Background: an optimization exercise with open tools, aiming at small area and a short achievable clock period. Do not read the settings as production practice. Only simulation tests tie the RTL to the original design; equivalence was not proved. Power and IR drop assume default switching activity.

<file path="flow/design.v">
package prefix_adder_pkg;
endpackage
`timescale 1ns/100ps
`timescale 1ns/100ps
`timescale 1ns/100ps
`timescale 1ns/100ps
`timescale 1ns/100ps
module prefix_adder_top (
  input  logic        clk,
  input  logic        rst_n,
  input  logic        in_valid,
  input  logic [31:0] a,
  input  logic [31:0] b,
  input  logic        cin,
  output logic        out_valid,
  output logic [31:0] sum,
  output logic        cout
);
  always_ff @(posedge clk or negedge rst_n) begin
    if (!rst_n) out_valid <= 1'b0;
    else        out_valid <= in_valid;
  end
  logic [31:0] g0, p0, hs, c;   
  assign hs = a ^ b;
  assign g0 = (a & b) | {31'b0, (a[0] | b[0]) & cin};
  assign p0 = a | b;
  logic g1_1, g1_3, p1_3, g1_5, p1_5, g1_7, p1_7, g1_9, p1_9, g1_11, p1_11, g1_13, p1_13, g1_15, p1_15, g1_17, p1_17, g1_19, p1_19, g1_21, p1_21, g1_23, p1_23, g1_25, p1_25, g1_27, p1_27, g1_29, p1_29, g1_31, p1_31, g2_3, g2_7, p2_7, g2_11, p2_11, g2_15, p2_15, g2_19, p2_19, g2_23, p2_23, g2_27, p2_27, g2_31, p2_31, g3_5, g3_7, g3_13, p3_13, g3_15, p3_15, g3_21, p3_21, g3_23, p3_23, g3_29, p3_29, g3_31, p3_31, g4_9, g4_11, g4_13, g4_15, g4_25, p4_25, g4_27, p4_27, g4_29, p4_29, g4_31, p4_31, g5_17, g5_19, g5_21, g5_23, g5_25, g5_27, g5_29, g5_31, g6_2, g6_4, g6_6, g6_8, g6_10, g6_12, g6_14, g6_16, g6_18, g6_20, g6_22, g6_24, g6_26, g6_28, g6_30;
  assign g1_1 = g0[1] | (p0[1] & g0[0]);
  assign g1_3 = g0[3] | (p0[3] & g0[2]);
  assign p1_3 = p0[3] & p0[2];
  assign g1_5 = g0[5] | (p0[5] & g0[4]);
  assign p1_5 = p0[5] & p0[4];
  assign g1_7 = g0[7] | (p0[7] & g0[6]);
  assign p1_7 = p0[7] & p0[6];
  assign g1_9 = g0[9] | (p0[9] & g0[8]);
  assign p1_9 = p0[9] & p0[8];
  assign g1_11 = g0[11] | (p0[11] & g0[10]);
  assign p1_11 = p0[11] & p0[10];
  assign g1_13 = g0[13] | (p0[13] & g0[12]);
  assign p1_13 = p0[13] & p0[12];
  assign g1_15 = g0[15] | (p0[15] & g0[14]);
  assign p1_15 = p0[15] & p0[14];
  assign g1_17 = g0[17] | (p0[17] & g0[16]);
  assign p1_17 = p0[17] & p0[16];
  assign g1_19 = g0[19] | (p0[19] & g0[18]);
  assign p1_19 = p0[19] & p0[18];
  assign g1_21 = g0[21] | (p0[21] & g0[20]);
  assign p1_21 = p0[21] & p0[20];
  assign g1_23 = g0[23] | (p0[23] & g0[22]);
  assign p1_23 = p0[23] & p0[22];
  assign g1_25 = g0[25] | (p0[25] & g0[24]);
  assign p1_25 = p0[25] & p0[24];
  assign g1_27 = g0[27] | (p0[27] & g0[26]);
  assign p1_27 = p0[27] & p0[26];
  assign g1_29 = g0[29] | (p0[29] & g0[28]);
  assign p1_29 = p0[29] & p0[28];
  assign g1_31 = g0[31] | (p0[31] & g0[30]);
  assign p1_31 = p0[31] & p0[30];
  assign g2_3 = g1_3 | (p1_3 & g1_1);
  assign g2_7 = g1_7 | (p1_7 & g1_5);
  assign p2_7 = p1_7 & p1_5;
  assign g2_11 = g1_11 | (p1_11 & g1_9);
  assign p2_11 = p1_11 & p1_9;
  assign g2_15 = g1_15 | (p1_15 & g1_13);
  assign p2_15 = p1_15 & p1_13;
  assign g2_19 = g1_19 | (p1_19 & g1_17);
  assign p2_19 = p1_19 & p1_17;
  assign g2_23 = g1_23 | (p1_23 & g1_21);
  assign p2_23 = p1_23 & p1_21;
  assign g2_27 = g1_27 | (p1_27 & g1_25);
  assign p2_27 = p1_27 & p1_25;
  assign g2_31 = g1_31 | (p1_31 & g1_29);
  assign p2_31 = p1_31 & p1_29;
  assign g3_5 = g1_5 | (p1_5 & g2_3);
  assign g3_7 = g2_7 | (p2_7 & g2_3);
  assign g3_13 = g1_13 | (p1_13 & g2_11);
  assign p3_13 = p1_13 & p2_11;
  assign g3_15 = g2_15 | (p2_15 & g2_11);
  assign p3_15 = p2_15 & p2_11;
  assign g3_21 = g1_21 | (p1_21 & g2_19);
  assign p3_21 = p1_21 & p2_19;
  assign g3_23 = g2_23 | (p2_23 & g2_19);
  assign p3_23 = p2_23 & p2_19;
  assign g3_29 = g1_29 | (p1_29 & g2_27);
  assign p3_29 = p1_29 & p2_27;
  assign g3_31 = g2_31 | (p2_31 & g2_27);
  assign p3_31 = p2_31 & p2_27;
  assign g4_9 = g1_9 | (p1_9 & g3_7);
  assign g4_11 = g2_11 | (p2_11 & g3_7);
  assign g4_13 = g3_13 | (p3_13 & g3_7);
  assign g4_15 = g3_15 | (p3_15 & g3_7);
  assign g4_25 = g1_25 | (p1_25 & g3_23);
  assign p4_25 = p1_25 & p3_23;
  assign g4_27 = g2_27 | (p2_27 & g3_23);
  assign p4_27 = p2_27 & p3_23;
  assign g4_29 = g3_29 | (p3_29 & g3_23);
  assign p4_29 = p3_29 & p3_23;
  assign g4_31 = g3_31 | (p3_31 & g3_23);
  assign p4_31 = p3_31 & p3_23;
  assign g5_17 = g1_17 | (p1_17 & g4_15);
  assign g5_19 = g2_19 | (p2_19 & g4_15);
  assign g5_21 = g3_21 | (p3_21 & g4_15);
  assign g5_23 = g3_23 | (p3_23 & g4_15);
  assign g5_25 = g4_25 | (p4_25 & g4_15);
  assign g5_27 = g4_27 | (p4_27 & g4_15);
  assign g5_29 = g4_29 | (p4_29 & g4_15);
  assign g5_31 = g4_31 | (p4_31 & g4_15);
  assign g6_2 = g0[2] | (p0[2] & g1_1);
  assign g6_4 = g0[4] | (p0[4] & g2_3);
  assign g6_6 = g0[6] | (p0[6] & g3_5);
  assign g6_8 = g0[8] | (p0[8] & g3_7);
  assign g6_10 = g0[10] | (p0[10] & g4_9);
  assign g6_12 = g0[12] | (p0[12] & g4_11);
  assign g6_14 = g0[14] | (p0[14] & g4_13);
  assign g6_16 = g0[16] | (p0[16] & g4_15);
  assign g6_18 = g0[18] | (p0[18] & g5_17);
  assign g6_20 = g0[20] | (p0[20] & g5_19);
  assign g6_22 = g0[22] | (p0[22] & g5_21);
  assign g6_24 = g0[24] | (p0[24] & g5_23);
  assign g6_26 = g0[26] | (p0[26] & g5_25);
  assign g6_28 = g0[28] | (p0[28] & g5_27);
  assign g6_30 = g0[30] | (p0[30] & g5_29);
  assign c = {g5_31, g6_30, g5_29, g6_28, g5_27, g6_26, g5_25, g6_24, g5_23, g6_22, g5_21, g6_20, g5_19, g6_18, g5_17, g6_16, g4_15, g6_14, g4_13, g6_12, g4_11, g6_10, g4_9, g6_8, g3_7, g6_6, g3_5, g6_4, g2_3, g6_2, g1_1, g0[0]};
  always_ff @(posedge clk) begin
    sum  <= hs ^ {c[30:0], cin};
    cout <= c[31];
  end
endmodule
</file>
<file path="flow/flow/run.sh">
#!/bin/bash
# The standard layout (the standard.sh), with three changes:
#  - synthesis maps the logic with a delay-driven ABC script (flow/abc_speed.script),
#  - synthesis leaves full/half adders to ABC instead of the fa/ha cells (ADDER_MAP_FILE=),
#  - port buffers are buf_1 instead of the library's delay buffer.
# Registers, floorplan, power grid and tap cells are made as in the standard flow.
set -euo pipefail
W=$PWD
rm -rf "$W/scripts"
cp -r "$FLOW_HOME/scripts" "$W/scripts"
cp "$W/flow/abc_speed.script" "$W/scripts/abc_speed.script"
bash "$W/standard.sh" \
  SCRIPTS_DIR="$W/scripts" \
  ADDER_MAP_FILE= \
  BUFFER_PORTS_ARGS="-buffer_cell sky130_fd_sc_hd__buf_1" \
  finish > "$W/flow.log" 2>&1
</file>
<file path="flow/flow/abc_speed.script">
strash
dch
map -D 1000
buffer
upsize -D 1000
dnsize -D 1000
stime -p
</file>
<file path="flow/standard.sh">
#!/bin/bash
# synth_recipe.tcl (not shown) runs the flow's synth.tcl, then flattens the netlist and writes it again
# the make line also repeats each setting of config.mk as NAME=value (left out here)
make -C /OpenROAD-flow-scripts/flow DESIGN_CONFIG=/design/flow/config.mk WORK_HOME=/design/flow/orfs CLKGATE_MAP_FILE= SYNTH_SCRIPT=/design/flow/synth_recipe.tcl "${@:-finish}"
</file>
<file path="flow/config.mk">
export PLATFORM = sky130hd
export DESIGN_NAME = prefix_adder_top
export DESIGN_NICKNAME = prefix_adder_top
export VERILOG_FILES = /design/flow/design.v
export SDC_FILE = /design/flow/constraint.sdc
export NUM_CORES = 4
export LEC_CHECK = 0
export CAP_MARGIN = 20
export CORE_MARGIN = 2
export CORE_UTILIZATION = 40
export SLEW_MARGIN = 20
</file>
<file path="flow/constraint.sdc">
create_clock -name core_clock -period 2.5 [get_ports {clk}]
set_input_delay 0.5000 -clock core_clock [delete_from_list [all_inputs] [get_ports {clk}]]
set_output_delay 0.5000 -clock core_clock [all_outputs]
set_load 0.01 [all_outputs]
</file>
==> metrics.csv <==
metric,value,unit
outcome,finished clean,
Nets,520,
CTS Buf Count,5,
Synth Area in Adders,0,%
post-synth top area share,30.75,%
Final setup viols,0,
minimum clock period,1.801,ns
drt total wl,4.819,mm
critical path type,input port to flop,
share of cells above drive strength 1,4.636,%
Post-Route Setup TNS,0,ns
fmax,555.4,MHz
DRT iter0 DRCs,98,
vias in the first global route,2070,
Final ANT Viol Nets,0,
max incr delay on CP,0.27,ns
PD cells,584.3,nW/um^2
CP Cell Sequence,"buf_1, o21ai_2, nand3_1, nand4_2, a21oi_2, o21ai_4, nand2_2, a21oi_1, nand2_1, nand3_1, nand2_1",
Max transition margin,74.67,%
Fill cells,557,
Longest Clk Path Bufs,2,
gp weighted congestion,0.8076,
Peak VDD IR,0.2909,mV
row cnt,26,
Ports,102,
Tightest Hold Check Type,input port to flop,
GRT Util Overall,16.81,%
largest net degree at the start of global routing,11,
register area share after synthesis,31.92,%
Synth Area in Compound Gates,17.65,%
required time worst endpoint,2.69,ns
Crit-path slowest cell,o21ai_4,
die height,77.29,um
initial antenna violation count,0,
Root Driver,clkbuf_8,
Starting Density,41.80,%
Worst Setup End Kind,flop,
asr flop ratio synth,2.941,%
Yosys top cell by area,dfxtp_1,
Die Span X,77.29,um
Design Power,1587,uW
startpoint types,input port,
Synth Register Bits,34,
xor and xnor area share after synthesis,7.338,%
post-CTS setup buffer count,0,
largest family of logic cells by synthesized area,simple AND/OR/NAND/NOR gates,
Fin. Hold Viols,0,
Layout area overhead,26.44,%
clk sink count,34,
core area,5140,um^2
post-DP HPWL,3.995,mm
Post-synth EDFFs,0,
crit path DAT,1.99,ns
H-tree depth,2,
CTS tree,built,
port buffer count,101,
Crit Path Max Fanout,9,
Post-Layout Cell Count,523,
Area contributors post-synth,"dfxtp_1, nand2_1, nor2_1, inv_1, xor2_1",
Post-Synth Simple-Gate Area,35.41,%
GRT Residual Overflow,0,
drt drc,0,
"Warnings, synthesis",1,
RSZ-0062 raised after global routing,no,
worst slew pin tran,0.3775,ns
Post-Syn Area per Cell,6.263,um^2
Lkg Pwr,0.001338,uW
synthesized instance count,343,
"Primary FF master, synth",dfxtp_1,
routed len/inst,9.214,um
first-pass GRT wire length,8.286,mm
placed cells,514,
cell area after synthesis,2148,um^2
via count of the routed design,2374,
Yosys cell types,34,
syn nets,411,
mux cell area share after synthesis,0,%
final slew viol count,0,
Final period util,72.03,%
via/cell ratio,4.539,
max_cap viols,0,
antenna cells,0,
Die ar.,5973,um^2
drt pass-1 iters,4,
Hold Path Depth,1,
clock transition at the registers of the reported paths,0.08,ns
## worst max-delay path, delay by kind of cell
kind            cells  cell delay [ns]
simple gates        6             0.58
buf+inv             1             0.12
compound gates      4             0.77
## synthesized netlist by cell type (3+ instances only)
| cell type | instances |
|---|---|
| dfxtp_1 | 33 |
| nor2_1 | 59 |
| o21ai_0 | 18 |
| nand2_1 | 95 |
| or3_1 | 3 |
| a21oi_2 | 5 |
| a21oi_1 | 20 |
| xnor2_1 | 5 |
| inv_1 | 43 |
| a21boi_0 | 3 |
| xor2_1 | 13 |
| nand4_1 | 4 |
| nand3_1 | 13 |
| a31oi_1 | 3 |
## timing repair
item / 4_1_cts / 5_1_grt
gates resized for setup: 0 / 0
hold endpoints to repair: 1 / 0
hold buffers: 1 / 0
## cell usage in the layout (no fill, tap or decap), drive strengths merged, types with 2 or more instances in the layout
| master | n |
|---|---|
| nand4 | 5 |
| xor2 | 13 |
| nor3 | 2 |
| o311ai | 2 |
| a21oi | 25 |
| clkbuf | 7 |
| nor2 | 61 |
| or3 | 3 |
| a31oi | 3 |
| inv | 44 |
| dfxtp | 33 |
| nand2 | 96 |
| o211ai | 2 |
| xnor2 | 5 |
| o21ai | 22 |
| nand3 | 13 |
| buf | 101 |
| a21boi | 3 |
| or2 | 3 |
## cell families after synthesis
kind of cell | after synthesis
simple gates | 185
compound gates | 62
buf+inv | 44
flops | 34
xor+xnor | 18
## path summary, 6_finish.rpt
kind	start	to	slack, ns
max in group asynchronous	rst_n	out_valid$_DFF_PN0_	1.88
hold / removal	in_valid	out_valid$_DFF_PN0_	0.31
setup / recovery	b[0]	sum[25]$_DFF_P_	0.70
min in group asynchronous	rst_n	out_valid$_DFF_PN0_	0.52
## state kept, by name, summed over array words and instances, names as in the netlist
register and cells:
sum 32, cout 1, out_valid 1
## where the power goes
| group | internal, uW | total, uW | switching, uW |
|---|---|---|---|
| clock | 222 | 426 | 204 |
| sequential | 642 | 667 | 25.2 |
| combinational | 184 | 494 | 310 |
| total | 1050 | 1590 | 539 |
## final cells by class
type,instances,area [um^2],area share [%]
Multi-Input combinational cell,265,1297,47.77
Sequential cell,34,685.7,25.24
Timing Repair Buffer,102,389.1,14.33
Inverter,44,165.2,6.080
Tap cell,70,87.58,3.224
Clock buffer,7,86.33,3.178
Clock inverter,1,5.005,0.1842
## per-layer routing
layer | track usage [%] | part of all wire (%) | vias to the layer above
met5 | 0 | 0 | -
met4 | 5.893 | 1.3 | 0
met3 | 4.000 | 6.0 | 5
met2 | 27.22 | 45 | 66
met1 | 21.76 | 48 | 991
li1 | - | - | 1312
## through the flow
step	hold WS [ns]	worst slack [ns]	cell area, um^2	utilization (%)
floorplan	0.2044	0.7504	2148	-
global placement	0.2629	0.3876	2615	50.88
detailed placement	0.2645	0.3851	2615	50.88
CTS	0.3022	0.7000	2716	52.85
global route	0.3101	0.5384	2716	52.85
finish	0.3145	0.6993	2716	52.85

[what the ideal ports hide]
The results above use ideal ports. As a check the final layout listed here was re-extracted and re-timed, cells and wires unchanged.
Step 1 sets driving cells, clkbuf_16 on the clock port and buf_2 on the other inputs (assumed; they add their load-dependent delay and slew).
Step 2 times the ports against the registers' clock, not the clock port: input delays grow and output delays shrink by t, the midpoint of the rising clock arrivals with the driver on.
a / b / c = ideal / step 1 / step 2; a / b = the first two.
shift t [ns]: 0.306
setup slack, ns: 0.699 / 0.706 / 0.400
clock arrival spread, ns: 0.010 / 0.010
After both steps setup and hold are still met in this run. For this run, drivers alone change the setup slack by +0.007 ns; drivers and shift together by -0.299 ns.
